What follows belongs to an exercise in optimizing a design on an open flow for small area; a production flow would make more cautious choices. Only simulation tests tie the RTL to the original design; equivalence was not proved. Power is estimated from default activity; no workload was simulated.

File: flow/config.mk
export PLATFORM = sky130hd
export DESIGN_NAME = scan_reader_top
export DESIGN_NICKNAME = scan_reader_top
export VERILOG_FILES = /design/flow/design.v
export SDC_FILE = /design/flow/constraint.sdc
export NUM_CORES = 4
export LEC_CHECK = 0
export CAP_MARGIN = 20
export CORE_MARGIN = 2
export CORE_UTILIZATION = 40
export SLEW_MARGIN = 20
File: flow/constraint.sdc
create_clock -name core_clock -period 7.0 [get_ports {clk}]
set_input_delay 1.4000 -clock core_clock [delete_from_list [all_inputs] [get_ports {clk}]]
set_output_delay 1.4000 -clock core_clock [all_outputs]
set_load 0.01 [all_outputs]
File: flow/design.v
package datamem_scan_pkg;
    localparam int SCAN_WORDS  = 64;
    localparam int SCAN_ADDR_W = 12;
    localparam int SCAN_DATA_W = 16;
    typedef enum logic [1:0] {
        IDLE = 2'd0,
        SCAN = 2'd1,
        SWAP = 2'd2
    } scan_state_t;
endpackage
module snapshot_bank
#(
    parameter int WORDS  = datamem_scan_pkg::SCAN_WORDS,
    parameter int DATA_W = datamem_scan_pkg::SCAN_DATA_W,
    parameter int IDX_W  = $clog2(WORDS)
) (
    input  logic              clk,
    input  logic              rst,
    input  logic              bank_sel,
    input  logic              wr_en,
    input  logic [IDX_W-1:0]  wr_index,
    input  logic [DATA_W-1:0] wr_data,
    input  logic [IDX_W-1:0]  rd_index,
    output logic [DATA_W-1:0] rd_data
);
    logic [DATA_W-1:0] banks [2][WORDS];
    always_ff @(posedge clk or posedge rst) begin
        if (rst) begin
            for (int b = 0; b < 2; b++) begin
                for (int w = 0; w < WORDS; w++) begin
                    banks[b][w] <= '0;
                end
            end
            rd_data <= '0;
        end else begin
            if (wr_en) begin
                banks[~bank_sel][wr_index] <= wr_data;
            end
            rd_data <= banks[bank_sel][rd_index];
        end
    end
endmodule
module datamem_scan_reader
#(
    parameter int WORDS     = datamem_scan_pkg::SCAN_WORDS,
    parameter int ADDR_W    = datamem_scan_pkg::SCAN_ADDR_W,
    parameter int DATA_W    = datamem_scan_pkg::SCAN_DATA_W,
    parameter int BASE_ADDR = 0,
    localparam int IDX_W    = $clog2(WORDS)
) (
    input  logic              clk,
    input  logic              rst,
    input  logic              start,
    input  logic              cpu_mem_busy,
    output logic [ADDR_W-1:0] mem_address,
    output logic              mem_read_enable,
    input  logic [DATA_W-1:0] mem_read_data,
    input  logic [IDX_W-1:0]  disp_index,
    output logic [DATA_W-1:0] disp_word,
    output logic              busy,
    output logic              done,
    output logic              snapshot_valid
    ,
    output logic [DATA_W-1:0] checksum
);
    localparam logic [IDX_W-1:0]  LAST_INDEX = IDX_W'(WORDS - 1);
    localparam logic [ADDR_W-1:0] BASE       = ADDR_W'(BASE_ADDR);
    datamem_scan_pkg::scan_state_t      state;
    datamem_scan_pkg::scan_state_t      state_next;
    logic [IDX_W-1:0] index;
    logic             bank_sel;
    logic             granted;
    logic             last_grant;
    assign granted    = (state == datamem_scan_pkg::SCAN) && !cpu_mem_busy;
    assign last_grant = granted && (index == LAST_INDEX);
    always_ff @(posedge clk or posedge rst) begin
        if (rst) begin
            state <= datamem_scan_pkg::IDLE;
        end else begin
            state <= state_next;
        end
    end
    always_comb begin
        state_next = state;
        case (state)
            datamem_scan_pkg::IDLE:    if (start) state_next = datamem_scan_pkg::SCAN;
            datamem_scan_pkg::SCAN:    if (last_grant) state_next = datamem_scan_pkg::SWAP;
            datamem_scan_pkg::SWAP:    state_next = datamem_scan_pkg::IDLE;
            default: state_next = datamem_scan_pkg::IDLE;
        endcase
    end
    always_comb begin
        mem_read_enable = granted;
        mem_address     = BASE;
        busy            = 1'b0;
        done            = 1'b0;
        if (state == datamem_scan_pkg::SCAN) begin
            mem_address = BASE + ADDR_W'(index);
            busy        = 1'b1;
        end
        if (state == datamem_scan_pkg::SWAP) begin
            done = 1'b1;
        end
    end
    always_ff @(posedge clk or posedge rst) begin
        if (rst) begin
            index          <= '0;
            bank_sel       <= 1'b0;
            snapshot_valid <= 1'b0;
        end else begin
            if (state == datamem_scan_pkg::IDLE && start) begin
                index <= '0;
            end else if (granted) begin
                index <= index + 1'b1;
            end
            if (state == datamem_scan_pkg::SWAP) begin
                bank_sel       <= ~bank_sel;
                snapshot_valid <= 1'b1;
            end
        end
    end
    logic [DATA_W-1:0] checksum_acc;
    always_ff @(posedge clk or posedge rst) begin
        if (rst) begin
            checksum_acc <= '0;
            checksum     <= '0;
        end else begin
            if (state == datamem_scan_pkg::IDLE && start) begin
                checksum_acc <= '0;
            end else if (granted) begin
                checksum_acc <= checksum_acc + mem_read_data;
            end
            if (state == datamem_scan_pkg::SWAP) begin
                checksum <= checksum_acc;
            end
        end
    end
    snapshot_bank #(
        .WORDS  (WORDS),
        .DATA_W (DATA_W),
        .IDX_W  (IDX_W)
    ) u_snapshot_bank (
        .clk      (clk),
        .rst      (rst),
        .bank_sel (bank_sel),
        .wr_en    (granted),
        .wr_index (index),
        .wr_data  (mem_read_data),
        .rd_index (disp_index),
        .rd_data  (disp_word)
    );
endmodule
module scan_reader_top (
    input  logic        clk,
    input  logic        rst,
    input  logic        start,
    input  logic        cpu_mem_busy,
    output logic [11:0] mem_address,
    output logic        mem_read_enable,
    input  logic [15:0] mem_read_data,
    input  logic [5:0]  disp_index,
    output logic [15:0] disp_word,
    output logic        busy,
    output logic        done,
    output logic        snapshot_valid,
    output logic [15:0] checksum
);
    datamem_scan_reader #(
        .WORDS     (64),
        .ADDR_W    (12),
        .DATA_W    (16),
        .BASE_ADDR (32'hFE0)
    ) u_reader (
        .clk             (clk),
        .rst             (rst),
        .start           (start),
        .cpu_mem_busy    (cpu_mem_busy),
        .mem_address     (mem_address),
        .mem_read_enable (mem_read_enable),
        .mem_read_data   (mem_read_data),
        .disp_index      (disp_index),
        .disp_word       (disp_word),
        .busy            (busy),
        .done            (done),
        .snapshot_valid  (snapshot_valid),
        .checksum        (checksum)
    );
endmodule
File: flow/run.sh
#!/bin/bash
# synth_recipe.tcl (not shown) runs the flow's synth.tcl, then flattens the netlist and writes it again
# the make line also repeats each setting of config.mk as NAME=value (left out here)
make -C /OpenROAD-flow-scripts/flow DESIGN_CONFIG=/design/flow/config.mk WORK_HOME=/design/flow/orfs CLKGATE_MAP_FILE= SYNTH_SCRIPT=/design/flow/synth_recipe.tcl finish
==> key figures, run 1 <==
Global route
  • Vias in the first global route: 70,261
  • Global-route wire length before repair: 694,300 um
  • Grt total ovfl: 0
  • Initial antenna violation count: 78
  • All-Layer GR Usage: 44.85%
  • Largest net degree at the start of global routing: 152

Clock tree
  • TritonCTS clock tree: built
  • # Post-CTS Setup Buffers: 0
  • Clock latency (worst-skew pair): 0.96 ns
  • CTS root buf: clkbuf_16
  • Clk sink count: 2,106
  • Num CTS Buffers: 226
  • Max Root-Sink Buffers: 3
  • Hold Buf Count CTS: 0
  • Reg clk slew, reported paths: 0.06 ns
  • Post-CTS resize count: 0
  • CTS H-tree lvls: 4

Worst setup path
  • Critical path origin: disp_index[2]
  • Worst Path Required: 7.80 ns
  • R2r endpoint: u_reader.u_snapshot_bank.rd_data[13]
  • Critical Path AT: 7.09 ns
  • Reg-to-reg setup timing slack: 1.43 ns
  • Worst R2R Path Depth: 8
  • Endpoint type of the worst setup path: flip-flop
  • Setup CP Type: primary input to flip-flop
  • CP Capture Point: u_reader.u_snapshot_bank.rd_data[13]
  • Crit-path max FO: 11
  • Startpoint types: primary input
  • Reg-to-reg critical path startpoint: u_reader.bank_sel

Timing
  • Least-Margin Pin Slew: 1.339 ns
  • Final setup viols: 0
  • Slew margin rel.: 10.06%
  • Period utilization: 89.82%
  • Unrepaired setup endpoints after global routing: false
  • Final Hold Fails: 0
  • Crit path time final: 6.287 ns
  • Sum of negative setup slack: 0 ns
  • Fmax: 0.1591 GHz
  • Max Slew Vio Count: 0
  • Clock skew: 0.1022 ns
  • Min Hold Slack: 0.4790 ns

Synth
  • Synth unique cells: 84
  • Area leader, netlist: dfrtp_1
  • Cell count after synthesis: 6,893
  • Area contributors post-synth: dfrtp_1, mux2_2, a22oi_1, clkbuf_1, a22o_1
  • Async SR Flop Fraction: 100.0%
  • Synth top cells by count: dfrtp_1, mux2_2, a22oi_1
  • Ys Warns: 3
  • Most common cell in the netlist: dfrtp_1
  • Register area share after synthesis: 57.26%
  • Synth Cell Area: 92,040 sq um
  • Top FF cell, synth: dfrtp_1
  • Post-synth EDFFs: 0
  • Flops & latches, synth: 2,106
  • Top-area cell type share of the netlist area: 57.26%
  • Syn avg cell area: 13.35 sq um
  • Mapped Nets: 6,939

Placed design
  • HPWL Detailed: 355,500 um
  • RD Place Congestion: 1.106
  • Port buffer count: 73
  • Placed Cells: 9,933

Floorplan
  • Cell row count: 176
  • Top-level port count: 74
  • Core box area: 229,500 sq um
  • Die height: 483.7 um
  • Die area: 234,000 sq um
  • Initial core utilization: 40.11%
  • Die W: 483.7 um

Drt
  • DRT Wirelength: 535,300 um
  • Via Count: 74,802
  • Via/cell ratio: 7.188
  • DR DRC count: 0
  • Avg WL per Cell: 51.44 um
  • First drt pass iteration count: 10
  • DRT iter0 DRCs: 13,313
  • DRT antenna net count: 0

Cells and area
  • Final cell count without fillers: 10,406
  • Layout cells sized above 1: 42.30%
  • Fin nets: 7,184
  • Area delta synth->final: 16.37%

Pwr
  • Total power: 31.10 mW
  • PwrDens: 290.4 nW/um^2
  • Leakage: 50.68 nW
  • Worst vdd ir: 0.2454 mV

Hold path
  • Hold WC Path Type: flip-flop to flip-flop

Job
  • Max cap viols: 0

Run status
  • Status: timing/DRC/antenna clean
## where the power goes
part / internal [mW] / total (mW) / switching [mW]
clock network: 7.14 / 12.6 / 5.45
logic: 1.60 / 3.64 / 2.03
registers: 13.7 / 14.9 / 1.13
total: 22.5 / 31.1 / 8.62
## routing by layer
metal / part of all wire [%] / global-route usage, %
met2: 39 / 59.97
met4: 10 / 37.39
met5: 0.049 / 0
met1: 36 / 54.35
met3: 14 / 21.06
## state kept, by name, indices dropped and copies added (netlist names)
| name | count |
|---|---|
| u_reader.state | 2 |
| u_reader.bank_sel | 1 |
| u_reader.snapshot_valid | 1 |
| u_reader.checksum_acc | 16 |
| u_reader.checksum | 16 |
| u_reader.u_snapshot_bank.banks | 2048 |
| u_reader.index | 6 |
| u_reader.u_snapshot_bank.rd_data | 16 |
## stage by stage
| stage | util, % | cell area, sq um | worst slack (ns) |
|---|---|---|---|
| floorplan | - | 92050 | -23.65 |
| global placement | 43.16 | 99040 | -0.3266 |
| detailed placement | 43.26 | 99260 | 0.6010 |
| CTS | 46.58 | 106900 | 1.562 |
| global route | 46.63 | 107000 | 1.149 |
| finish | 46.68 | 107100 | 0.7127 |
## worst max-delay path: stages
cell and delay [ns]:
clkdlybuf4s50_1 0.91, or2b_2 0.36, or2_1 0.59, nor2_1 0.32, a22oi_1 0.83, nand4_1 0.34, a2111oi_1 1.21, nand4_1 0.66
nor4_1 0.36, a21oi_1 0.08
## how the worst min path moves through the flow
stage,startpoint,endpoint,slack (ns),cells after the start
2_1_floorplan,u_reader.u_snapshot_bank.banks[0][1],u_reader.u_snapshot_bank.banks[0][1],0.44,2
3_3_place_gp,u_reader.snapshot_valid,u_reader.snapshot_valid,0.45,1
3_5_place_dp,u_reader.snapshot_valid,u_reader.snapshot_valid,0.47,1
4_1_cts,u_reader.snapshot_valid,u_reader.snapshot_valid,0.48,1
5_1_grt,u_reader.snapshot_valid,u_reader.snapshot_valid,0.49,1
6_report,u_reader.snapshot_valid,u_reader.snapshot_valid,0.48,1
## kinds of logic after synthesis
kind of cell / count (synthesis) / synth area share [%]
simple gates: 817 / 4.260
fa+ha+maj: 20 / 0.2800
compound gates: 1327 / 10.88
buf+inv: 608 / 2.734
mux: 1999 / 24.44
xor+xnor: 16 / 0.1523
flops: 2106 / 57.26
## cell type report
| cell class | count | area [sq um] |
|---|---|---|
| repair buffers | 605 | 5265 |
| multi-input cells | 4179 | 37520 |
| fillers | 20563 | 122300 |
| clock inverters | 73 | 893.4 |
| clock buffers | 344 | 6735 |
| diodes | 53 | 132.6 |
| flip-flops and latches | 2106 | 52700 |
| inverters | 20 | 81.33 |
| well taps | 3026 | 3786 |
## layout by cell type (no fill, tap or decap), types with 13 or more instances in the layout
master	n
nor4_1	40
nor2_1	122
or4_1	15
nand2_2	42
nor2_2	67
a221o_1	32
inv_1	17
diode_2	53
a222oi_1	83
ha_1	19
a22o_1	156
mux2i_1	13
a32oi_1	24
nand2_1	235
a221oi_1	80
a31oi_1	16
bufinv_16	14
nor3_1	36
o22ai_1	86
a22oi_1	574
buf_4	487
dfrtp_1	2105
clkdlybuf4s50_1	55
mux2_2	1986
buf_12	39
clkbuf_8	53
clkbuf_1	60
nand3_1	47
clkbuf_16	231
nor2_4	31
nand4_1	71
o21ai_0	134
a21oi_1	66
buf_6	16
clkinv_2	46
==> inputs of run 2 (changes only) <==
==> flow/design.v (replaced) <==
package datamem_scan_pkg;
    localparam int SCAN_WORDS  = 64;
    localparam int SCAN_ADDR_W = 12;
    localparam int SCAN_DATA_W = 16;
endpackage
module snapshot_bank (
    input  logic        clk,
    input  logic        rst,
    input  logic        shift,      
    input  logic        shift_n,    
    input  logic        load,       
    input  logic        load_n,     
    input  logic        valid,      
    input  logic [15:0] wr_data,
    input  logic [5:0]  rd_index,
    output logic [15:0] rd_data
);
    logic        phase;
    logic [15:0] back  [64];
    logic [15:0] front [64];
    logic [15:0] back_in;
    logic [15:0] rd_word;
    always_ff @(posedge clk or posedge rst) begin
        if (rst) phase <= 1'b0;
        else     phase <= ~phase;
    end
    assign back_in = wr_data ^ {16{phase}};
    always_ff @(posedge clk) begin
        for (int w = 0; w < 63; w++) begin
            back[w] <= ~((back[w] | {16{shift}}) & (back[w+1] | {16{shift_n}}));
        end
        back[63] <= ~((back[63] | {16{shift}}) & (back_in | {16{shift_n}}));
        for (int w = 0; w < 64; w++) begin
            front[w] <= ~((front[w] | {16{load}}) & (back[w] | {16{load_n}}));
        end
    end
    assign rd_word = front[rd_index] ^ {16{phase}};
    always_ff @(posedge clk or posedge rst) begin
        if (rst)        rd_data <= 16'd0;
        else if (valid) rd_data <= rd_word;
        else            rd_data <= 16'd0;
    end
endmodule
module datamem_scan_reader (
    input  logic        clk,
    input  logic        rst,
    input  logic        start,
    input  logic        cpu_mem_busy,
    output logic [11:0] mem_address,
    output logic        mem_read_enable,
    input  logic [15:0] mem_read_data,
    input  logic [5:0]  disp_index,
    output logic [15:0] disp_word,
    output logic        busy,
    output logic        done,
    output logic        snapshot_valid,
    output logic [15:0] checksum
);
    logic        scan_q, scan_n_q;    
    logic        swap_q, swap_n_q;    
    logic [5:0]  index;               
    logic        granted, granted_n, last_grant;
    logic        scan_d, swap_d;
    logic [15:0] checksum_acc;
    assign granted    = scan_q & ~cpu_mem_busy;
    assign granted_n  = scan_n_q | cpu_mem_busy;
    assign last_grant = granted & (&index);
    assign scan_d = scan_q ? ~last_grant : (~swap_q & start);
    assign swap_d = last_grant;
    always_ff @(posedge clk or posedge rst) begin
        if (rst) begin
            scan_q   <= 1'b0;
            scan_n_q <= 1'b1;
            swap_q   <= 1'b0;
            swap_n_q <= 1'b1;
        end else begin
            scan_q   <= scan_d;
            scan_n_q <= ~scan_d;
            swap_q   <= swap_d;
            swap_n_q <= ~swap_d;
        end
    end
    always_ff @(posedge clk or posedge rst) begin
        if (rst) begin
            index          <= 6'd0;
            snapshot_valid <= 1'b0;
        end else begin
            if (granted) index <= index + 6'd1;
            if (swap_q) snapshot_valid <= 1'b1;
        end
    end
    assign mem_address     = {{7{~index[5]}}, index[4:0]};
    assign mem_read_enable = granted;
    assign busy            = scan_q;
    assign done            = swap_q;
    always_ff @(posedge clk) begin
        if (granted) checksum_acc <= ((index == 6'd0) ? 16'd0 : checksum_acc) + mem_read_data;
    end
    always_ff @(posedge clk or posedge rst) begin
        if (rst)         checksum <= 16'd0;
        else if (swap_q) checksum <= checksum_acc;
    end
    snapshot_bank u_snapshot_bank (
        .clk       (clk),
        .rst       (rst),
        .shift     (granted),
        .shift_n   (granted_n),
        .load      (swap_q),
        .load_n    (swap_n_q),
        .valid     (snapshot_valid),
        .wr_data   (mem_read_data),
        .rd_index  (disp_index),
        .rd_data   (disp_word)
    );
endmodule
module scan_reader_top (
    input  logic        clk,
    input  logic        rst,
    input  logic        start,
    input  logic        cpu_mem_busy,
    output logic [11:0] mem_address,
    output logic        mem_read_enable,
    input  logic [15:0] mem_read_data,
    input  logic [5:0]  disp_index,
    output logic [15:0] disp_word,
    output logic        busy,
    output logic        done,
    output logic        snapshot_valid,
    output logic [15:0] checksum
);
    datamem_scan_reader u_reader (
        .clk             (clk),
        .rst             (rst),
        .start           (start),
        .cpu_mem_busy    (cpu_mem_busy),
        .mem_address     (mem_address),
        .mem_read_enable (mem_read_enable),
        .mem_read_data   (mem_read_data),
        .disp_index      (disp_index),
        .disp_word       (disp_word),
        .busy            (busy),
        .done            (done),
        .snapshot_valid  (snapshot_valid),
        .checksum        (checksum)
    );
endmodule
==> key figures, run 2 <==
Timing
  • Max Slew Vio Count: 0 (unchanged)
  • Slew margin rel.: 8.714% (-1.3 points)
  • Final setup viols: 0 (unchanged)
  • Unrepaired setup endpoints after global routing: false
  • Sum of negative setup slack: 0 ns (unchanged)
  • Crit path time final: 4.448 ns (-1.840 ns)
  • Final Hold Fails: 0 (unchanged)
  • Least-Margin Pin Slew: 1.366 ns (+0.02722 ns)
  • Clock skew: 0.04244 ns (-0.05976 ns)
  • Post-route setup slack: 2.552 ns (+1.840 ns)
  • Period utilization: 63.54% (-26 points)
  • Fmax: 0.2248 GHz (+41%)

Floorplan
  • Die height: 405.8 um (-16%)
  • Die area: 164,600 sq um (-30%)
  • Initial core utilization: 40.25% (+0.14 points)
  • Core box area: 160,400 sq um (-30%)
  • Die W: 405.8 um (-16%)
  • Cell row count: 147 (-16%)
  • Top-level port count: 74 (unchanged)

Synth
  • Register area share after synthesis: 65.96% (+8.7 points)
  • Mapped Nets: 5,608 (-19%)
  • Synth Cell Area: 64,560 sq um (-30%)
  • Synth unique cells: 50 (-40%)
  • Async SR Flop Fraction: 2.087% (-98 points)
  • Synth Area in Compound Gates: 27.09% (+16 points)
  • Simple-gate portion of the synthesized area: 2.151% (-2.1 points)
  • Area leader, netlist: dfxtp_1
  • Syn avg cell area: 11.60 sq um (-13%)
  • Flops & latches, synth: 2,108 (+0.095%)
  • Post-synth EDFFs: 16 (+16)
  • Cell count after synthesis: 5,564 (-19%)
  • Top-area cell type share of the netlist area: 63.50% (+6.2 points)
  • Mux cell area share after synthesis: 0.5271% (-24 points)
  • Largest family of logic cells by synthesized area: compound AO/OA/AOI/OAI gates
  • Top FF cell, synth: dfxtp_1
  • Area contributors post-synth: dfxtp_1, o22ai_1, a221oi_1, a22o_1, clkbuf_1
  • Ys Warns: 4 (+1)
  • Synth top cells by count: dfxtp_1, o22ai_1, clkbuf_1
  • Synth Area in XOR/XNOR: 0.4748% (+0.32 points)
  • Adder-cell share of the synthesized area: 0.3605% (+0.080 points)

Drt
  • DRT antenna net count: 0 (unchanged)
  • DRT iter0 DRCs: 6,976 (-48%)
  • DR DRC count: 0 (unchanged)
  • Via/cell ratio: 6.648 (-7.5%)
  • DRT Wirelength: 222,300 um (-58%)
  • First drt pass iteration count: 9 (-1)
  • Avg WL per Cell: 28.88 um (-44%)
  • Via Count: 51,161 (-32%)

Cells and area
  • Area delta synth->final: 14.84%
  • Multi-input gate area: 20,160 sq um (-46%)
  • Fillcell total: 14,683 (-29%)
  • Register area: 42,590 sq um (-19%)
  • Layout Utilization: 46.23% (-0.45 points)
  • Layout cells sized above 1: 9.040% (-33 points)
  • Fin nets: 5,404 (-25%)
  • Biggest regs: u_reader.u_snapshot_bank.back: 1024 flops, u_reader.u_snapshot_bank.front: 1024 flops
  • Commonest cells after routing, fill and taps aside: o22ai_1, dfxtp_1, a22o_1, a221oi_1, clkbuf_16

Run status
  • Status: timing/DRC/antenna clean

Pwr
  • Sw Ratio: 30.20% (+2.5 points)
  • Worst vdd ir: 0.2897 mV (+18%)
  • Switching Power: 11.54 mW (+34%)
  • PwrDens: 515.3 nW/um^2 (+77%)
  • Leakage: 28.06 nW (-45%)
  • Clock power frac: 29.2% (-11 points)
  • Flop pwr share: 57.0% (+9.2 points)
  • Logic pwr share: 13.8% (+2.1 points)
  • Total power: 38.21 mW (+23%)
  • Internal power: 26.67 mW (+19%)

Clock tree
  • Post-CTS resize count: 0 (unchanged)
  • Reg clk slew, reported paths: 0.06 ns (about the same)
  • Clk sink count: 2,108 (+0.095%)
  • # Post-CTS Setup Buffers: 0 (unchanged)
  • CTS root buf: clkbuf_16
  • Max Root-Sink Buffers: 3 (unchanged)
  • TritonCTS clock tree: built
  • CTS H-tree lvls: 4 (unchanged)
  • Hold Buf Count CTS: 0 (unchanged)
  • Num CTS Buffers: 201 (-11%)
  • Clock latency (worst-skew pair): 0.85 ns (-0.11 ns)

Worst setup path
  • Worst Path Required: 7.76 ns (-0.04 ns)
  • Critical Path AT: 5.21 ns (-1.88 ns)
  • Crit-path max FO: 16 (+5)
  • Startpoint types: primary input
  • Setup CP Type: primary input to flip-flop
  • Endpoint type of the worst setup path: flip-flop

Hold path
  • Hold WC Path Type: flip-flop to flip-flop

Placed design
  • Pre-CTS WS: 1.840 ns (+1.239 ns)
  • RD Place Congestion: 0.8947 (-19%)
  • Port buffer count: 73 (unchanged)
  • HPWL Detailed: 127,800 um (-64%)

Global route
  • Initial antenna violation count: 10 (-87%)
  • Vias in the first global route: 46,279 (-34%)
  • Grt total ovfl: 0 (unchanged)
  • Largest net degree at the start of global routing: 199 (+31%)
  • All-Layer GR Usage: 25.95% (-19 points)
  • Global-route wire length before repair: 318,000 um (-54%)

Job
  • Max cap viols: 0 (unchanged)
-- run 2: layout make-up --
cell class,count,area share (%)
Antenna cell,5,0.01688
Clock buffer,290,7.876
Clock inverter,84,1.466
Inverter,8,0.04050
Multi-Input combinational cell,2898,27.20
Sequential cell,2108,57.44
Tap cell,2160,3.645
Timing Repair Buffer,143,2.315
-- run 2: stage by stage --
stage / instance area, sq um / hold WS (ns) / instances
2_1_floorplan: 64560 / 0.4120 / 5564
6_report: 74140 / 0.4222 / 7696
4_1_cts: 73790 / 0.4105 / 7677
5_1_grt: 74130 / 0.4416 / 7692
3_3_place_gp: 66860 / 0.4171 / 7303
3_5_place_dp: 66860 / 0.4259 / 7303
-- run 2: routing by layer --
metal / routed length (um) / GRT usage, % / vias up
met2: 92510 / 36.88 / 2837
met5: 74 / 0 / -
li1: - / - / 22099
met3: 25400 / 9.390 / 778
met1: 92000 / 34.77 / 25437
met4: 12270 / 12.42 / 10
-- run 2: kinds of logic (layout without fill, tap and decap cells) --
logic type,Yosys count,count (layout)
and+or+nand+nor,221,221
other,0,5
muxes,32,32
buffers and inverters,558,525
xor gates and xnor gates,35,35
adders and majority gates,18,18
DFF,2108,2108
AOI/OAI and AO/OA,2592,2592
-- run 2: worst paths after layout --
check	from	endpoint	slack (ns)	cells past startpoint
min reg2reg	u_reader.u_snapshot_bank.back[61][8]	u_reader.u_snapshot_bank.back[60][8]	0.42	1
min	u_reader.u_snapshot_bank.back[61][8]	u_reader.u_snapshot_bank.back[60][8]	0.42	1
max	disp_index[5]	u_reader.u_snapshot_bank.rd_data[3]	2.55	8
min in group asynchronous	rst	u_reader.index[1]	1.18	3
max reg2reg	u_reader.index[0]	u_reader.checksum_acc[12]	3.35	13
max in group asynchronous	rst	u_reader.swap_q	5.13	3
-- run 2: power groups by stage --
stage / clock [mW] / sequential, mW / combinational (mW)
2_1_floorplan: 0 / 19.8 / 4.37
3_3_place_gp: 0 / 21.7 / 4.98
3_5_place_dp: 0 / 21.7 / 5.21
4_1_cts: 11.3 / 21.5 / 5.23
5_1_grt: 11.8 / 22.2 / 5.80
6_report: 11.2 / 21.8 / 5.27
-- run 2: worst max-delay path, cell delays in order --
cell and delay [ns]:
clkdlybuf4s50_1 0.66, nand2b_2 0.79, nor2_4 0.45, a22o_1 0.41, a221oi_1 0.68, nand4_1 0.18
nor4_1 0.38, mux2i_1 0.23
==> inputs of run 3 (changes only) <==
--- a/flow/config.mk
+++ b/flow/config.mk
@@ -8,4 +8,7 @@
 export CAP_MARGIN = 20
 export CORE_MARGIN = 2
 export CORE_UTILIZATION = 40
+export CTS_BUF_LIST = sky130_fd_sc_hd__clkbuf_16
+export CTS_CLUSTER_DIAMETER = 80
+export CTS_CLUSTER_SIZE = 25
 export SLEW_MARGIN = 20
==> key figures, run 3 <==
Synth
  • Top FF cell, synth: dfxtp_1
  • Cell count after synthesis: 5,564 (unchanged)
  • Syn avg cell area: 11.60 sq um (unchanged)
  • Synth top cells by count: dfxtp_1, o22ai_1, clkbuf_1
  • Post-synth EDFFs: 16 (unchanged)
  • Simple-gate portion of the synthesized area: 2.151% (unchanged)
  • Flops & latches, synth: 2,108 (unchanged)
  • Synth unique cells: 50 (unchanged)
  • Adder-cell share of the synthesized area: 0.3605% (unchanged)
  • Async SR Flop Fraction: 2.087% (unchanged)
  • Largest family of logic cells by synthesized area: compound AO/OA/AOI/OAI gates
  • Mapped Nets: 5,608 (unchanged)
  • Mux cell area share after synthesis: 0.5271% (unchanged)
  • Top-area cell type share of the netlist area: 63.50% (unchanged)
  • Synth Area in XOR/XNOR: 0.4748% (unchanged)
  • Area leader, netlist: dfxtp_1
  • Synth Cell Area: 64,560 sq um (unchanged)
  • Register area share after synthesis: 65.96% (unchanged)
  • Synth Area in Compound Gates: 27.09% (unchanged)
  • Area contributors post-synth: dfxtp_1, o22ai_1, a221oi_1, a22o_1, clkbuf_1
  • Ys Warns: 4 (unchanged)

Floorplan
  • Top-level port count: 74 (unchanged)
  • Initial core utilization: 40.25% (unchanged)
  • Die height: 405.8 um (unchanged)
  • Cell row count: 147 (unchanged)
  • Die area: 164,600 sq um (unchanged)
  • Core box area: 160,400 sq um (unchanged)
  • Die W: 405.8 um (unchanged)

Drt
  • Via Count: 50,470 (-1.4%)
  • Via/cell ratio: 6.755 (+1.6%)
  • DRT antenna net count: 0 (unchanged)
  • Avg WL per Cell: 29.43 um (+1.9%)
  • DRT Wirelength: 219,900 um (-1.1%)
  • Met3 wire len: 25,050 um (-1.4%)
  • DRT iter0 DRCs: 7,437 (+6.6%)
  • Routed wl met2: 92,350 um (-0.17%)
  • M1 WL: 90,740 um (-1.4%)
  • DR top layer: met5
  • DR DRC count: 0 (unchanged)
  • First drt pass iteration count: 9 (unchanged)

Clock tree
  • CTS H-tree lvls: 3 (-1)
  • CTS root buf: clkbuf_16
  • Hold Buf Count CTS: 0 (unchanged)
  • Max Root-Sink Buffers: 3 (unchanged)
  • Post-CTS resize count: 0 (unchanged)
  • TritonCTS clock tree: built
  • Clk sink count: 2,108 (unchanged)
  • Num CTS Buffers: 101 (-50%)
  • Reg clk slew, reported paths: 0.10 ns (+0.04 ns)
  • Clock latency (worst-skew pair): 0.78 ns (-0.07 ns)
  • # Post-CTS Setup Buffers: 0 (unchanged)

Worst setup path
  • Setup CP Type: primary input to flip-flop
  • R2r endpoint: u_reader.checksum_acc[12]
  • Startpoint types: primary input
  • Critical Path AT: 5.23 ns (+0.02 ns)
  • Endpoint type of the worst setup path: flip-flop
  • Worst R2R Path Depth: 13 (unchanged)
  • Largest delay share family, worst path: simple AND/OR/NAND/NOR gates
  • Reg-to-reg critical path startpoint: u_reader.index[0]
  • Worst Path Required: 7.70 ns (-0.06 ns)
  • Crit-path max FO: 16 (unchanged)
  • CP max stage delay: 0.78 ns (about the same)
  • CP Cell Sequence: clkdlybuf4s50_1 -> nand2b_2 -> nor2_4 -> a22o_1 -> a221oi_1 -> nand4_1 -> nor4_1 -> mux2i_1
  • Reg-to-reg setup timing slack: 3.31 ns (-0.04 ns)
  • Slowest cell on the critical path: nand2b_2
  • Crit path buf inv count: 1 (unchanged)

Global route
  • Largest net degree at the start of global routing: 199 (unchanged)
  • All-Layer GR Usage: 25.59% (-0.36 points)
  • Grt total ovfl: 0 (unchanged)
  • Initial antenna violation count: 10 (unchanged)
  • Global-route wire length before repair: 313,900 um (-1.3%)
  • Vias in the first global route: 45,153 (-2.4%)

Timing
  • Final setup viols: 0 (unchanged)
  • Least-Margin Pin Slew: 1.355 ns (-0.01116 ns)
  • Post-route setup slack: 2.475 ns (-0.07676 ns)
  • Clock skew: 0.04995 ns (+0.007506 ns)
  • Final Hold Fails: 0 (unchanged)
  • Period utilization: 64.64% (+1.1 points)
  • Slew margin rel.: 9.460% (+0.75 points)
  • Unrepaired setup endpoints after global routing: false
  • Fmax: 0.2210 GHz (-1.7%)
  • Crit path time final: 4.525 ns (+0.07676 ns)
  • Max Slew Vio Count: 0 (unchanged)
  • Sum of negative setup slack: 0 ns (unchanged)

Placed design
  • HPWL Detailed: 127,800 um (unchanged)
  • Placed Cells: 7,303 (unchanged)
  • Pre-CTS WS: 1.840 ns (unchanged)
  • Port buffer count: 73 (unchanged)
  • RD Place Congestion: 0.8947 (unchanged)

Cells and area
  • Fin nets: 5,307 (-1.8%)
  • Biggest regs: u_reader.u_snapshot_bank.back: 1024 flops, u_reader.u_snapshot_bank.front: 1024 flops
  • Area delta synth->final: 8.913%
  • Final cell count without fillers: 7,472 (-2.9%)
  • Commonest cells after routing, fill and taps aside: o22ai_1, dfxtp_1, a22o_1, a221oi_1, clkbuf_16
  • Fillcell total: 15,021 (+2.3%)
  • Layout cells sized above 1: 5.730% (-3.3 points)

Hold path
  • WHS Endpoint: u_reader.u_snapshot_bank.front[0][11]
  • Min-delay src: u_reader.u_snapshot_bank.back[0][11]
  • Hold WC Path Type: flip-flop to flip-flop
  • Hold depth: 1 (unchanged)

Pwr
  • PwrDens: 479.6 nW/um^2 (-6.9%)
  • Worst vdd ir: 0.2919 mV (+0.76%)
  • Leakage: 26.22 nW (-6.6%)

Run status
  • Status: timing/DRC/antenna clean

Job
  • Max cap viols: 0 (unchanged)
==> run 3: cell counts after synthesis <==
Identical to the previous run, type by type.
==> run 3: where the power goes <==
part | switching (mW) | internal [mW] | total (mW)
combinational | 2.23 | 3.03 | 5.27
sequential | 4.55 | 17.2 | 21.7
clock | 3.88 | 2.86 | 6.74
==> run 3: layout make-up <==
cell class / count / area, sq um / share of cell area [%]
Clock inverter: 41 / 415.4 / 0.5908
Inverter: 8 / 30.03 / 0.04271
Antenna cell: 7 / 17.52 / 0.02491
Timing Repair Buffer: 146 / 1794 / 2.552
Multi-Input combinational cell: 2898 / 20160 / 28.67
Clock buffer: 104 / 2603 / 3.701
Tap cell: 2160 / 2703 / 3.843
Sequential cell: 2108 / 42590 / 60.57
==> run 3: cell families after synthesis <==
kind of cell / after synthesis
AO/OA/AOI/OAI: 2592
flip-flops: 2108
buffers and inverters: 558
AND/OR/NAND/NOR: 221
XOR/XNOR: 35
multiplexers: 32
adder cells (fa/ha/maj): 18
==> run 3: per-layer routing <==
layer	track usage, %	up-vias
met5	0.4460	-
met4	11.50	12
met3	8.255	704
met2	36.90	2823
met1	34.74	25140
li1	-	21791
==> run 3: worst reg2reg max path, stage by stage (launching register included) <==
cell and delay, ns:
dfrtp_1 0.43, inv_1 0.11, ha_1 0.15, and3_1 0.57, nor2b_1 0.12, ha_1 0.27, fa_1 0.49, a211oi_1 0.31
o21ai_0 0.22, nand4_1 0.11, nand4b_1 0.19, a21o_1 0.24, a21oi_1 0.17, xnor2_1 0.08
==> run 3: metrics by stage <==
| step | hold WS (ns) | util (%) | cell area [sq um] | power, mW |
|---|---|---|---|---|
| global placement | 0.4171 | 41.69 | 66860 | 26.72 |
| detailed placement | 0.4259 | 41.69 | 66860 | 26.96 |
| CTS | 0.4271 | 43.57 | 69880 | 33.57 |
| floorplan | 0.4120 | - | 64560 | 24.19 |
| finish | 0.4213 | 43.84 | 70320 | 33.72 |
| global route | 0.4472 | 43.83 | 70300 | 35.16 |
==> run 3: how the worst max path moves through the flow <==
stage,start,end,depth (start not counted)
2_1_floorplan,cpu_mem_busy,mem_read_enable,4
5_1_grt,disp_index[4],u_reader.u_snapshot_bank.rd_data[12],11
6_report,disp_index[5],u_reader.u_snapshot_bank.rd_data[3],8
3_5_place_dp,disp_index[5],u_reader.u_snapshot_bank.rd_data[3],8
4_1_cts,disp_index[5],u_reader.u_snapshot_bank.rd_data[3],8
3_3_place_gp,disp_index[5],u_reader.u_snapshot_bank.rd_data[3],8
==> inputs of run 4 (changes only) <==
--- a/flow/config.mk
+++ b/flow/config.mk
@@ -7,8 +7,8 @@
 export LEC_CHECK = 0
 export CAP_MARGIN = 20
 export CORE_MARGIN = 2
-export CORE_UTILIZATION = 40
+export CORE_UTILIZATION = 70
 export CTS_BUF_LIST = sky130_fd_sc_hd__clkbuf_16
-export CTS_CLUSTER_DIAMETER = 80
-export CTS_CLUSTER_SIZE = 25
+export CTS_CLUSTER_DIAMETER = 100
+export CTS_CLUSTER_SIZE = 30
 export SLEW_MARGIN = 20
==> key figures, run 4 <==
Drt
  • Avg WL per Cell: 32.11 um (+9.1%)
  • DRT iter0 DRCs: 8,814 (+19%)
  • Via Count: 51,084 (+1.2%)
  • DRT antenna net count: 0 (unchanged)
  • First drt pass iteration count: 10 (+1)
  • Via/cell ratio: 7.926 (+17%)
  • DRT Wirelength: 206,900 um (-5.9%)
  • DR DRC count: 0 (unchanged)

Synth
  • Cell count after synthesis: 5,564 (unchanged)
  • Mapped Nets: 5,608 (unchanged)
  • Ys Warns: 4 (unchanged)
  • Syn avg cell area: 11.60 sq um (unchanged)
  • Area contributors post-synth: dfxtp_1, o22ai_1, a221oi_1, a22o_1, clkbuf_1
  • Flops & latches, synth: 2,108 (unchanged)
  • Synth unique cells: 50 (unchanged)
  • Async SR Flop Fraction: 2.087% (unchanged)
  • Top-area cell type share of the netlist area: 63.50% (unchanged)
  • Synth Cell Area: 64,560 sq um (unchanged)
  • Top FF cell, synth: dfxtp_1
  • Area leader, netlist: dfxtp_1
  • Synth top cells by count: dfxtp_1, o22ai_1, clkbuf_1
  • Post-synth EDFFs: 16 (unchanged)
  • Register area share after synthesis: 65.96% (unchanged)

Pwr
  • Switching Power: 10.28 mW (-3.6%)
  • Sw Ratio: 31.45% (-0.18 points)
  • Total power: 32.70 mW (-3.0%)
  • Logic pwr share: 16.2% (+0.6 points)
  • Worst vdd ir: 0.3867 mV (+32%)
  • Leakage: 25.77 nW (-1.7%)
  • Flop pwr share: 66.1% (+1.7 points)
  • Clock power frac: 17.8% (-2.2 points)
  • PwrDens: 480.2 nW/um^2 (+0.12%)
  • Internal power: 22.42 mW (-2.8%)

Global route
  • Grt total ovfl: 0 (unchanged)
  • Global-route wire length before repair: 297,100 um (-5.4%)
  • Initial antenna violation count: 4 (-6)
  • Largest net degree at the start of global routing: 227 (+14%)
  • All-Layer GR Usage: 41.90% (+16 points)
  • Vias in the first global route: 45,010 (-0.32%)

Worst setup path
  • Startpoint types: primary input
  • Reg-to-reg setup timing slack: 3.36 ns (+0.05 ns)
  • Critical Path AT: 4.80 ns (-0.43 ns)
  • Endpoint type of the worst setup path: flip-flop
  • Setup CP Type: primary input to flip-flop
  • Crit-path max FO: 16 (unchanged)
  • Worst Path Required: 7.56 ns (-0.14 ns)

Timing
  • Unrepaired setup endpoints after global routing: false
  • Slew margin rel.: 8.147% (-1.3 points)
  • Fmax: 0.2359 GHz (+6.7%)
  • Final Hold Fails: 0 (unchanged)
  • Sum of negative setup slack: 0 ns (unchanged)
  • Clock skew: 0.03689 ns (-0.01306 ns)
  • Period utilization: 60.55% (-4.1 points)
  • Least-Margin Pin Slew: 1.375 ns (+0.01964 ns)
  • Max Slew Vio Count: 0 (unchanged)
  • Crit path time final: 4.239 ns (-0.2859 ns)
  • Final setup viols: 0 (unchanged)

Floorplan
  • Core box area: 91,520 sq um (-43%)
  • Die W: 307.7 um (-24%)
  • Die height: 307.7 um (-24%)
  • Top-level port count: 74 (unchanged)
  • Initial core utilization: 70.54% (+30 points)
  • Die area: 94,680 sq um (-42%)
  • Cell row count: 111 (-24%)

Run status
  • Status: timing/DRC/antenna clean

Clock tree
  • TritonCTS clock tree: built
  • CTS H-tree lvls: 3 (unchanged)
  • Hold Buf Count CTS: 0 (unchanged)
  • Clock latency (worst-skew pair): 0.74 ns (-0.04 ns)
  • # Post-CTS Setup Buffers: 0 (unchanged)
  • Max Root-Sink Buffers: 3 (unchanged)
  • CTS root buf: clkbuf_16
  • Clk sink count: 2,108 (unchanged)
  • Num CTS Buffers: 80 (-21%)
  • Reg clk slew, reported paths: 0.12 ns (+0.02 ns)
  • Post-CTS resize count: 0 (unchanged)

Cells and area
  • Fin area: 68,110 sq um (-3.1%)
  • Fin nets: 5,272 (-0.66%)
  • Area delta synth->final: 5.492%
  • Biggest regs: u_reader.u_snapshot_bank.back: 1024 flops, u_reader.u_snapshot_bank.front: 1024 flops
  • Fillcell total: 6,300 (-58%)
  • Layout cells sized above 1: 4.796% (-0.93 points)
  • Commonest cells after routing, fill and taps aside: o22ai_1, dfxtp_1, a22o_1, a221oi_1, clkbuf_16
  • Final cell count without fillers: 6,445 (-14%)

Hold path
  • Hold WC Path Type: flip-flop to flip-flop

Placed design
  • Placed Cells: 6,319 (-13%)
  • HPWL Detailed: 115,900 um (-9.3%)
  • Port buffer count: 73 (unchanged)
  • RD Place Congestion: 0.8965 (+0.20%)
  • Area post-placement: 65,510 sq um (-2.0%)

Job
  • Max cap viols: 0 (unchanged)
==> run 4: cell counts after synthesis <==
No cell type changed its count.
==> run 4: routing by layer <==
layer	part of all wire [%]	wire length [um]	track usage, %
met3	13	26790	12.37
met5	0.14	285	1.085
met4	5.6	11660	20.98
met1	39	81280	58.70
met2	42	86910	59.01
==> run 4: power groups by stage <==
stage / sequential, mW / clock (mW) / combinational (mW)
2_1_floorplan: 19.8 / 0 / 4.37
3_3_place_gp: 21.4 / 0 / 4.92
3_5_place_dp: 21.5 / 0 / 5.19
4_1_cts: 21.3 / 5.80 / 5.21
5_1_grt: 21.9 / 6.18 / 5.78
6_report: 21.6 / 5.82 / 5.28
==> run 4: worst max-delay path: stages <==
cell             delay, ns
clkdlybuf4s50_1       0.69
or4b_1                0.81
nor2_4                1.01
a22o_1                0.29
a221oi_1              0.09
nand4_1               0.26
nor4_2                0.06
mux2i_1               0.12
==> run 4: through the flow <==
| stage | hold WS [ns] | worst slack [ns] | util [%] |
|---|---|---|---|
| floorplan | 0.4120 | 2.900 | - |
| global placement | 0.4168 | 2.331 | 71.57 |
| detailed placement | 0.4244 | 2.279 | 71.57 |
| CTS | 0.4404 | 2.979 | 74.04 |
| global route | 0.4477 | 2.869 | 74.40 |
| finish | 0.4416 | 2.761 | 74.42 |
==> run 4: kinds of logic after synthesis <==
kind of cell	synth area share [%]
AO/OA/AOI/OAI	27.09
AND/OR/NAND/NOR	2.151
flip-flops	65.96
multiplexers	0.5271
adder cells (fa/ha/maj)	0.3605
XOR/XNOR	0.4748
buffers and inverters	3.436
==> run 4: area by class of cell <==
class | instances | area, sq um | share of cell area [%]
well taps | 1186 | 1484 | 2.179
diodes | 5 | 12.51 | 0.01837
flip-flops and latches | 2108 | 42590 | 62.53
inverters | 8 | 30.03 | 0.04409
repair buffers | 132 | 1567 | 2.300
clock inverters | 22 | 108.9 | 0.1598
clock buffers | 86 | 2152 | 3.160
multi-input cells | 2898 | 20160 | 29.60
==> run 4: final timing paths <==
check	startpoint	endpoint	cells past startpoint
min	u_reader.u_snapshot_bank.back[0][0]	u_reader.u_snapshot_bank.front[0][0]	1
max	disp_index[2]	u_reader.u_snapshot_bank.rd_data[13]	8
max in group asynchronous	rst	u_reader.swap_q	3
min in group asynchronous	rst	u_reader.checksum[5]	3
max reg2reg	u_reader.index[2]	u_reader.checksum_acc[12]	12
min reg2reg	u_reader.u_snapshot_bank.back[0][0]	u_reader.u_snapshot_bank.front[0][0]	1
==> inputs of run 5 (changes only) <==
--- a/flow/design.v
+++ b/flow/design.v
@@ -34,12 +34,39 @@
             front[w] <= ~((front[w] | {16{load}}) & (back[w] | {16{load_n}}));
         end
     end
-    assign rd_word = front[rd_index] ^ {16{phase}};
+    logic [63:0] sel_n;
+    logic [15:0] rd_raw;
+    always_comb begin
+        for (int w = 0; w < 64; w++) sel_n[w] = (rd_index != 6'(w));
+    end
+    for (genvar b = 0; b < 16; b++) begin : g_rd_bit
+        logic [31:0] pair_nand;
+        for (genvar p = 0; p < 32; p++) begin : g_rd_pair
+            snapshot_rd_pair u_rd_pair (
+                .word0  (front[2*p][b]),
+                .word1  (front[2*p+1][b]),
+                .sel0_n (sel_n[2*p]),
+                .sel1_n (sel_n[2*p+1]),
+                .y_n    (pair_nand[p])
+            );
+        end
+        assign rd_raw[b] = ~|pair_nand;
+    end
+    assign rd_word = rd_raw ^ {16{phase}};
     always_ff @(posedge clk or posedge rst) begin
         if (rst)        rd_data <= 16'd0;
         else if (valid) rd_data <= rd_word;
         else            rd_data <= 16'd0;
     end
+endmodule
+module snapshot_rd_pair (
+    input  logic word0,
+    input  logic word1,
+    input  logic sel0_n,
+    input  logic sel1_n,
+    output logic y_n
+);
+    assign y_n = ~((word0 | sel0_n) & (word1 | sel1_n));
 endmodule
 module datamem_scan_reader (
     input  logic        clk,
--- a/flow/config.mk
+++ b/flow/config.mk
@@ -7,8 +7,9 @@
 export LEC_CHECK = 0
 export CAP_MARGIN = 20
 export CORE_MARGIN = 2
-export CORE_UTILIZATION = 70
+export CORE_UTILIZATION = 65
 export CTS_BUF_LIST = sky130_fd_sc_hd__clkbuf_16
-export CTS_CLUSTER_DIAMETER = 100
-export CTS_CLUSTER_SIZE = 30
+export CTS_CLUSTER_DIAMETER = 80
+export CTS_CLUSTER_SIZE = 25
 export SLEW_MARGIN = 20
+export SYNTH_HIERARCHICAL = 1
==> key figures, run 5 <==
Global route
  • Vias in the first global route: 43,542 (-3.3%)
  • All-Layer GR Usage: 31.94% (-10 points)
  • Grt total ovfl: 0 (unchanged)
  • Initial antenna violation count: 3 (-1)
  • Global-route wire length before repair: 258,900 um (-13%)
  • Largest net degree at the start of global routing: 223 (-1.8%)

Pwr
  • Leakage: 24.65 nW (-4.3%)
  • Clock power frac: 18.9% (+1.1 points)
  • Worst vdd ir: 0.3167 mV (-18%)
  • Sw Ratio: 29.89% (-1.6 points)
  • PwrDens: 481.9 nW/um^2 (+0.37%)
  • Logic pwr share: 16.4% (+0.2 points)
  • Internal power: 22.80 mW (+1.7%)
  • Switching Power: 9.718 mW (-5.5%)
  • Flop pwr share: 64.7% (-1.4 points)

Cells and area
  • Fin nets: 5,440 (+3.2%)
  • Commonest cells after routing, fill and taps aside: o22ai_1, dfxtp_1, nor4_1, clkbuf_16, buf_4
  • Layout cells sized above 1: 4.539% (-0.26 points)
  • Commonest non-fill, non-tap cell in the layout: o22ai_1
  • Biggest regs: u_reader.u_snapshot_bank.back: 1024 flops, u_reader.u_snapshot_bank.front: 1024 flops
  • Area delta synth->final: 4.567%
  • Ant diodes: 0 (-5)
  • Fin area: 67,470 sq um (-0.94%)

Timing
  • Max Slew Vio Count: 0 (unchanged)
  • Final setup viols: 0 (unchanged)
  • Fmax: 0.2154 GHz (-8.7%)
  • Clock skew: 0.02397 ns (-0.01293 ns)
  • Unrepaired setup endpoints after global routing: false
  • Final Hold Fails: 0 (unchanged)
  • Crit path time final: 4.642 ns (+0.4030 ns)
  • Period utilization: 66.31% (+5.8 points)
  • Least-Margin Pin Slew: 1.266 ns (-0.1090 ns)
  • Slew margin rel.: 15.63% (+7.5 points)
  • Sum of negative setup slack: 0 ns (unchanged)

Worst setup path
  • Slowest cell on the critical path: and2b_4
  • Crit-path max FO: 59 (+43)
  • Startpoint types: primary input
  • Crit path buf inv count: 2 (+1)
  • CP Cell Sequence: clkdlybuf4s50_1 -> and2b_4 -> clkdlybuf4s50_1
  • Worst Path Required: 5.60 ns (-1.96 ns)
  • Endpoint type of the worst setup path: primary output
  • Critical Path AT: 3.24 ns (-1.56 ns)
  • Cell repeated most along the worst path: clkdlybuf4s50_1
  • Largest delay share family, worst path: buffers and inverters
  • CP max stage delay: 0.75 ns (-0.26 ns)
  • Setup CP Type: primary input to primary output

Drt
  • Via Count: 47,710 (-6.6%)
  • DRT iter0 DRCs: 5,194 (-41%)
  • DR DRC count: 0 (unchanged)
  • Via/cell ratio: 7.113 (-10%)
  • First drt pass iteration count: 5 (-5)
  • Avg WL per Cell: 25.26 um (-21%)
  • DRT Wirelength: 169,400 um (-18%)
  • DRT antenna net count: 0 (unchanged)

Placed design
  • RD Place Congestion: 0.8472 (-5.5%)
  • Port buffer count: 73 (unchanged)
  • Area post-placement: 64,860 sq um (-0.99%)
  • HPWL Detailed: 99,970 um (-14%)

Synth
  • Synth Cell Area: 64,520 sq um (about the same)
  • Post-synth EDFFs: 16 (unchanged)
  • Top-area cell type share of the netlist area: 63.54% (about the same)
  • Syn avg cell area: 11.50 sq um (-0.90%)
  • Mapped Nets: 5,655 (+0.84%)
  • Cell count after synthesis: 5,611 (+0.84%)
  • Top FF cell, synth: dfxtp_1
  • Area contributors post-synth: dfxtp_1, o22ai_1, buf_2, dfrtp_1, buf_6
  • Area leader, netlist: dfxtp_1
  • Synth top cells by count: o22ai_1, dfxtp_1, buf_2
  • Flops & latches, synth: 2,108 (unchanged)
  • Async SR Flop Fraction: 2.087% (unchanged)
  • Register area share after synthesis: 66.00% (about the same)
  • Ys Warns: 12 (+8)
  • Synth unique cells: 48 (-4.0%)
  • Most common cell in the netlist: o22ai_1

Floorplan
  • Die area: 101,800 sq um (+7.5%)
  • Top-level port count: 74 (unchanged)
  • Initial core utilization: 65.56% (-5.0 points)
  • Die W: 319.1 um (+3.7%)
  • Core box area: 98,420 sq um (+7.5%)
  • Die height: 319.1 um (+3.7%)
  • Cell row count: 115 (+3.6%)

Job
  • Max cap viols: 0 (unchanged)

Run status
  • Status: timing/DRC/antenna clean

Clock tree
  • # Post-CTS Setup Buffers: 0 (unchanged)
  • Hold Buf Count CTS: 0 (unchanged)
  • Clk sink count: 2,108 (unchanged)
  • Post-CTS resize count: 0 (unchanged)
  • Num CTS Buffers: 94 (+18%)
  • Clock latency (worst-skew pair): 0.71 ns (-0.03 ns)
  • CTS H-tree lvls: 3 (unchanged)
  • Reg clk slew, reported paths: 0.10 ns (-0.02 ns)
  • CTS root buf: clkbuf_16
  • Max Root-Sink Buffers: 3 (unchanged)
  • TritonCTS clock tree: built

Hold path
  • Hold WC Path Type: flip-flop to flip-flop
-- run 5: changes by cell type after synthesis, moves of 15 or more --
cell and change:
buf_1 -28, nor4_1 +121, buf_2 +308, a22o_1 -252
buf_6 +81, clkbuf_1 -444, nor2_1 -17, nand2_1 +75
o22ai_1 +512, buf_4 +15, nor2_2 -16, a221oi_1 -253
nand4_1 -33
-- run 5: area by class of cell --
| class | instances | area [sq um] |
|---|---|---|
| Clock buffer | 98 | 2452 |
| Clock inverter | 22 | 115.1 |
| Fill cell | 7646 | 30950 |
| Inverter | 10 | 37.54 |
| Multi-Input combinational cell | 3011 | 18960 |
| Sequential cell | 2108 | 42590 |
| Tap cell | 1287 | 1610 |
| Timing Repair Buffer | 171 | 1702 |
-- run 5: per-layer routing --
metal / vias up / track usage [%] / part of all wire (%)
met5: - / 0 / 0.012
li1: 21960 / - / -
met1: 23807 / 47.15 / 45
met4: 4 / 9.895 / 3.2
met3: 301 / 4.483 / 6.8
met2: 1638 / 48.82 / 45
-- run 5: final timing paths --
kind / end / slack (ns) / cells after the start / from
max in group asynchronous: u_reader.u_snapshot_bank.rd_data[14] / 5.46 / 3 / rst
worst max register to register: u_reader.u_snapshot_bank.back[16][15] / 3.66 / 4 / u_reader.scan_q
min in group asynchronous: u_reader.checksum[6] / 1.04 / 2 / rst
worst max-delay path: mem_read_enable / 2.36 / 3 / cpu_mem_busy
worst min-delay path: u_reader.u_snapshot_bank.front[0][6] / 0.45 / 1 / u_reader.u_snapshot_bank.back[0][6]
worst min register to register: u_reader.u_snapshot_bank.front[0][6] / 0.45 / 1 / u_reader.u_snapshot_bank.back[0][6]
-- run 5: power groups by stage --
stage | Sequential, mW | Clock, mW | Combinational, mW
after floorplan | 20.0 | 0 | 4.54
after global placement | 21.1 | 0 | 5.04
after detailed placement | 21.2 | 0 | 5.30
after CTS | 20.9 | 6.21 | 5.31
after global routing | 21.6 | 6.64 | 5.89
final | 21.0 | 6.15 | 5.34
-- run 5: logic make-up after synthesis --
kind of cell               count (synthesis)  share of synthesized area, %
AOI/OAI and AO/OA                       2606                         25.33
muxes                                     32                        0.5274
and+or+nand+nor                          320                         2.633
DFF                                     2108                         66.00
xor gates and xnor gates                  35                        0.4751
buffers and inverters                    492                         4.681
adders and majority gates                 18                        0.3607
-- run 5: through the flow --
stage | util (%) | setup slack [ns] | std cells | power (mW) | hold WS, ns
2_1_floorplan | - | 3.793 | 5611 | 24.56 | 0.4225
3_3_place_gp | 65.85 | 1.940 | 6584 | 26.13 | 0.4292
3_5_place_dp | 65.90 | 1.932 | 6585 | 26.47 | 0.4333
4_1_cts | 68.51 | 2.301 | 6705 | 32.46 | 0.4475
5_1_grt | 68.55 | 2.246 | 6707 | 34.15 | 0.4553
6_report | 68.55 | 2.358 | 6707 | 32.52 | 0.4480
-- run 5: modules after synthesis (local to each module, per instance), excerpt --
module	area [sq um]	flip-flops and latches	times used
datamem_scan_reader	2462	43	1
snapshot_bank	58860	2065	1
snapshot_rd_pair	6.256	0	512
==> inputs of run 6 (changes only) <==
==> flow/flow/run.sh (new file) <==
#!/bin/bash
set -euo pipefail
cd "$(dirname "$0")/.."
cat >> config.mk <<'EOC'
export BUFFER_PORTS_ARGS = -buffer_cell sky130_fd_sc_hd__buf_1
export CTS_ARGS = -sink_clustering_enable -repair_clock_nets -dont_use_dummy_load -buf_list sky130_fd_sc_hd__clkbuf_16 -sink_clustering_size 25 -sink_clustering_max_diameter 80
EOC
bash standard.sh > standard.log 2>&1
==> flow/standard.sh (new file) <==
#!/bin/bash
# synth_recipe.tcl (not shown) runs the flow's synth.tcl, then flattens the netlist and writes it again
# the make line also repeats each setting of config.mk as NAME=value (left out here)
make -C /OpenROAD-flow-scripts/flow DESIGN_CONFIG=/design/flow/config.mk WORK_HOME=/design/flow/orfs CLKGATE_MAP_FILE= SYNTH_SCRIPT=/design/flow/synth_recipe.tcl "${@:-finish}"
--- a/flow/config.mk
+++ b/flow/config.mk
@@ -8,8 +8,7 @@
 export CAP_MARGIN = 20
 export CORE_MARGIN = 2
 export CORE_UTILIZATION = 65
-export CTS_BUF_LIST = sky130_fd_sc_hd__clkbuf_16
-export CTS_CLUSTER_DIAMETER = 80
-export CTS_CLUSTER_SIZE = 25
 export SLEW_MARGIN = 20
 export SYNTH_HIERARCHICAL = 1
+export BUFFER_PORTS_ARGS = -buffer_cell sky130_fd_sc_hd__buf_1
+export CTS_ARGS = -sink_clustering_enable -repair_clock_nets -dont_use_dummy_load -buf_list sky130_fd_sc_hd__clkbuf_16 -sink_clustering_size 25 -sink_clustering_max_diameter 80
removed: flow/run.sh
==> key figures, run 6 <==
Global route
  • Largest net degree at the start of global routing: 219 (-1.8%)
  • Vias in the first global route: 43,534 (-0.018%)
  • All-Layer GR Usage: 31.94% (about the same)
  • Global-route wire length before repair: 259,400 um (+0.20%)
  • Grt total ovfl: 0 (unchanged)
  • Initial antenna violation count: 4 (+1)

Synth
  • Post-synth EDFFs: 16 (unchanged)
  • Area contributors post-synth: dfxtp_1, o22ai_1, buf_2, dfrtp_1, buf_6
  • Area leader, netlist: dfxtp_1
  • Cell count after synthesis: 5,611 (unchanged)
  • Synth top cells by count: o22ai_1, dfxtp_1, buf_2
  • Synth Cell Area: 64,520 sq um (unchanged)
  • Synth unique cells: 48 (unchanged)
  • Most common cell in the netlist: o22ai_1
  • Top-area cell type share of the netlist area: 63.54% (unchanged)
  • Async SR Flop Fraction: 2.087% (unchanged)
  • Register area share after synthesis: 66.00% (unchanged)
  • Mapped Nets: 5,655 (unchanged)
  • Top FF cell, synth: dfxtp_1
  • Ys Warns: 12 (unchanged)
  • Flops & latches, synth: 2,108 (unchanged)
  • Syn avg cell area: 11.50 sq um (unchanged)

Placed design
  • Area post-placement: 64,340 sq um (-0.80%)
  • Port buffer count: 73 (unchanged)
  • HPWL Detailed: 101,600 um (+1.7%)
  • RD Place Congestion: 0.8497 (+0.30%)

Clock tree
  • # Post-CTS Setup Buffers: 0 (unchanged)
  • Max Root-Sink Buffers: 3 (unchanged)
  • Num CTS Buffers: 94 (unchanged)
  • Clock latency (worst-skew pair): 0.70 ns (about the same)
  • Reg clk slew, reported paths: 0.10 ns (about the same)
  • CTS root buf: clkbuf_16
  • Hold Buf Count CTS: 0 (unchanged)
  • Post-CTS resize count: 0 (unchanged)
  • CTS H-tree lvls: 3 (unchanged)
  • TritonCTS clock tree: built
  • Clk sink count: 2,108 (unchanged)

Hold path
  • Hold WC Path Type: flip-flop to flip-flop
  • Min-delay src: u_reader.u_snapshot_bank.back[26][0]

Floorplan
  • Die area: 101,800 sq um (unchanged)
  • Core box area: 98,420 sq um (unchanged)
  • Top-level port count: 74 (unchanged)
  • Initial core utilization: 65.56% (unchanged)
  • Cell row count: 115 (unchanged)
  • Die W: 319.1 um (unchanged)
  • Die height: 319.1 um (unchanged)

Cells and area
  • Area delta synth->final: 3.411%
  • Commonest cells after routing, fill and taps aside: o22ai_1, dfxtp_1, nor4_1, clkbuf_16, nand2_1
  • Fin area: 66,720 sq um (-1.1%)
  • Fin nets: 5,432 (-0.15%)
  • Commonest non-fill, non-tap cell in the layout: o22ai_1
  • Ant diodes: 0 (unchanged)
  • Layout cells sized above 1: 4.140% (-0.40 points)
  • Biggest regs: u_reader.u_snapshot_bank.back: 1024 flops, u_reader.u_snapshot_bank.front: 1024 flops

Worst setup path
  • Slowest cell on the critical path: nand2_1
  • Critical Path AT: 4.81 ns (+1.57 ns)
  • Crit path buf inv count: 1 (-1)
  • Crit-path max FO: 16 (-73%)
  • Worst Path Required: 7.62 ns (+2.02 ns)
  • Startpoint types: primary input
  • Largest delay share family, worst path: simple AND/OR/NAND/NOR gates
  • Critical path origin: disp_index[0]
  • CP Cell Sequence: buf_1 -> nand2b_1 -> nor3_1 -> nand2_1 -> o22ai_1 -> nor4_1 -> nand4_1 -> nor2_1 -> mux2i_1
  • CP max stage delay: 0.87 ns (+0.12 ns)
  • Endpoint type of the worst setup path: flip-flop
  • Reg-to-reg critical path startpoint: u_reader.index[0]
  • Setup CP Type: primary input to flip-flop

Timing
  • Unrepaired setup endpoints after global routing: false
  • Final Hold Fails: 0 (unchanged)
  • Crit path time final: 4.187 ns (-0.4545 ns)
  • Sum of negative setup slack: 0 ns (unchanged)
  • Max Slew Vio Count: 0 (unchanged)
  • Fmax: 0.2388 GHz (+11%)
  • Final setup viols: 0 (unchanged)
  • Period utilization: 59.82% (-6.5 points)
  • Clock skew: 0.03166 ns (+0.007697 ns)
  • Least-Margin Pin Slew: 1.200 ns (-0.06566 ns)
  • Min Hold Slack: 0.4247 ns (-0.02330 ns)
  • Slew margin rel.: 19.82% (+4.2 points)

Drt
  • First drt pass iteration count: 6 (+1)
  • Via/cell ratio: 7.124 (+0.15%)
  • DR DRC count: 0 (unchanged)
  • DRT Wirelength: 169,700 um (+0.14%)
  • DRT iter0 DRCs: 4,909 (-5.5%)
  • Via Count: 47,538 (-0.36%)
  • DRT antenna net count: 0 (unchanged)
  • Avg WL per Cell: 25.43 um (+0.65%)

Job
  • Max cap viols: 0 (unchanged)

Pwr
  • Worst vdd ir: 0.3060 mV (-3.4%)
  • PwrDens: 483.9 nW/um^2 (+0.40%)
  • Leakage: 24.27 nW (-1.6%)

Run status
  • Status: timing/DRC/antenna clean
==> run 6: power breakdown <==
| part | internal (mW) | switching [mW] |
|---|---|---|
| Combinational | 2.87 | 2.36 |
| Sequential | 17.3 | 3.82 |
| Clock | 2.41 | 3.53 |
==> run 6: worst reg2reg max path, stage by stage, from the launching register on <==
cell	delay, ns
dfrtp_1	0.43
inv_1	0.10
ha_1	0.13
and3_1	0.64
nor2b_1	0.12
ha_1	0.26
fa_1	0.43
a21oi_1	0.21
o21a_1	0.17
o21ai_1	0.07
a2111oi_1	0.42
nor3_1	0.11
==> run 6: area by class of cell <==
cell class / instances / area [sq um]
repair buffers: 163 / 1186
flip-flops and latches: 2108 / 42590
well taps: 1287 / 1610
multi-input cells: 3011 / 18950
clock buffers: 94 / 2352
fillers: 7721 / 31700
inverters: 10 / 37.54
==> run 6: metal layers <==
metal | wire, um | global-route usage [%] | share of wire, %
met5 | 50 | 0 | 0.029
met4 | 4449 | 9.507 | 2.6
met3 | 11660 | 4.947 | 6.9
met2 | 76340 | 48.37 | 45
met1 | 77170 | 47.39 | 45
==> run 6: metrics by stage <==
stage	utilization [%]	total power, mW	setup slack, ns	instances
after CTS	67.76	32.21	2.981	6672
final	67.80	32.29	2.813	6673
after detailed placement	65.37	26.44	2.236	6578
after floorplan	-	24.56	3.793	5611
after global routing	67.80	33.91	2.801	6673
after global placement	65.37	26.12	2.223	6578
==> run 6: worst paths after layout <==
path                                                        end  depth (start not counted)  slack [ns]
setup / recovery            u_reader.u_snapshot_bank.rd_data[0]                          9        2.81
min in group asynchronous                  u_reader.checksum[4]                          2        0.62
setup reg to reg                      u_reader.checksum_acc[12]                         11        3.66
max in group asynchronous  u_reader.u_snapshot_bank.rd_data[14]                          3        5.82
hold reg to reg            u_reader.u_snapshot_bank.back[25][0]                          1        0.42
hold / removal             u_reader.u_snapshot_bank.back[25][0]                          1        0.42
==> run 6: cells by family (layout without fill, tap and decap cells) <==
kind of cell | count (synthesis) | after routing | synth area share [%]
multiplexers | 32 | 32 | 0.5274
flip-flops | 2108 | 2108 | 66.00
XOR/XNOR | 35 | 35 | 0.4751
AND/OR/NAND/NOR | 320 | 320 | 2.633
AO/OA/AOI/OAI | 2606 | 2606 | 25.33
adder cells (fa/ha/maj) | 18 | 18 | 0.3607
buffers and inverters | 492 | 267 | 4.681
==> run 6: Yosys stat by module, one instance, submodules excluded, a selection <==
module               copies in the design  flops+latches  cells inside
datamem_scan_reader                     1             43           217
snapshot_rd_pair                      512              0             1
snapshot_bank                           1           2065          4882

[separate check: timing with driven ports]
In the flow no input, the clock included, has a driving cell. The finished layouts below were timed again as built, in two steps.
Step 1: set_driving_cell puts a clkbuf_16 on clk and a buf_2 on each other input, an assumption about the parent block.
Step 2 adds t to the input delays and takes it off the output delays; t is the mean of the earliest and latest rising clock arrival at the registers after step 1. Input paths then give back, and output paths get back, about the clock's delay inside the block.
a / b / c = ideal / step 1 / step 2; a / b = the first two.
run	shift t [ns]	setup WS [ns]	latest minus earliest clock arrival (ns)	worst register clock-pin slew, ns
run 1	1.006	0.713 / 0.776 / -0.230	0.105 / 0.104	0.07 / 0.07
run 2	0.914	2.552 / 2.611 / 1.697	0.047 / 0.047	0.07 / 0.07
run 3	0.834	2.475 / 2.529 / 1.695	0.054 / 0.054	0.10 / 0.10
run 4	0.797	2.761 / 2.753 / 1.955	0.045 / 0.045	0.12 / 0.12
run 5	0.780	2.358 / 2.331 / 1.826	0.027 / 0.027	0.10 / 0.10
run 6	0.762	2.813 / 2.863 / 2.102	0.037 / 0.037	0.10 / 0.10
With both steps, setup timing fails in run 1, where it was met with ideal ports. The setup slack of run 1, which loses most, moves by +0.063 ns with the drivers and by -0.943 ns with both steps.
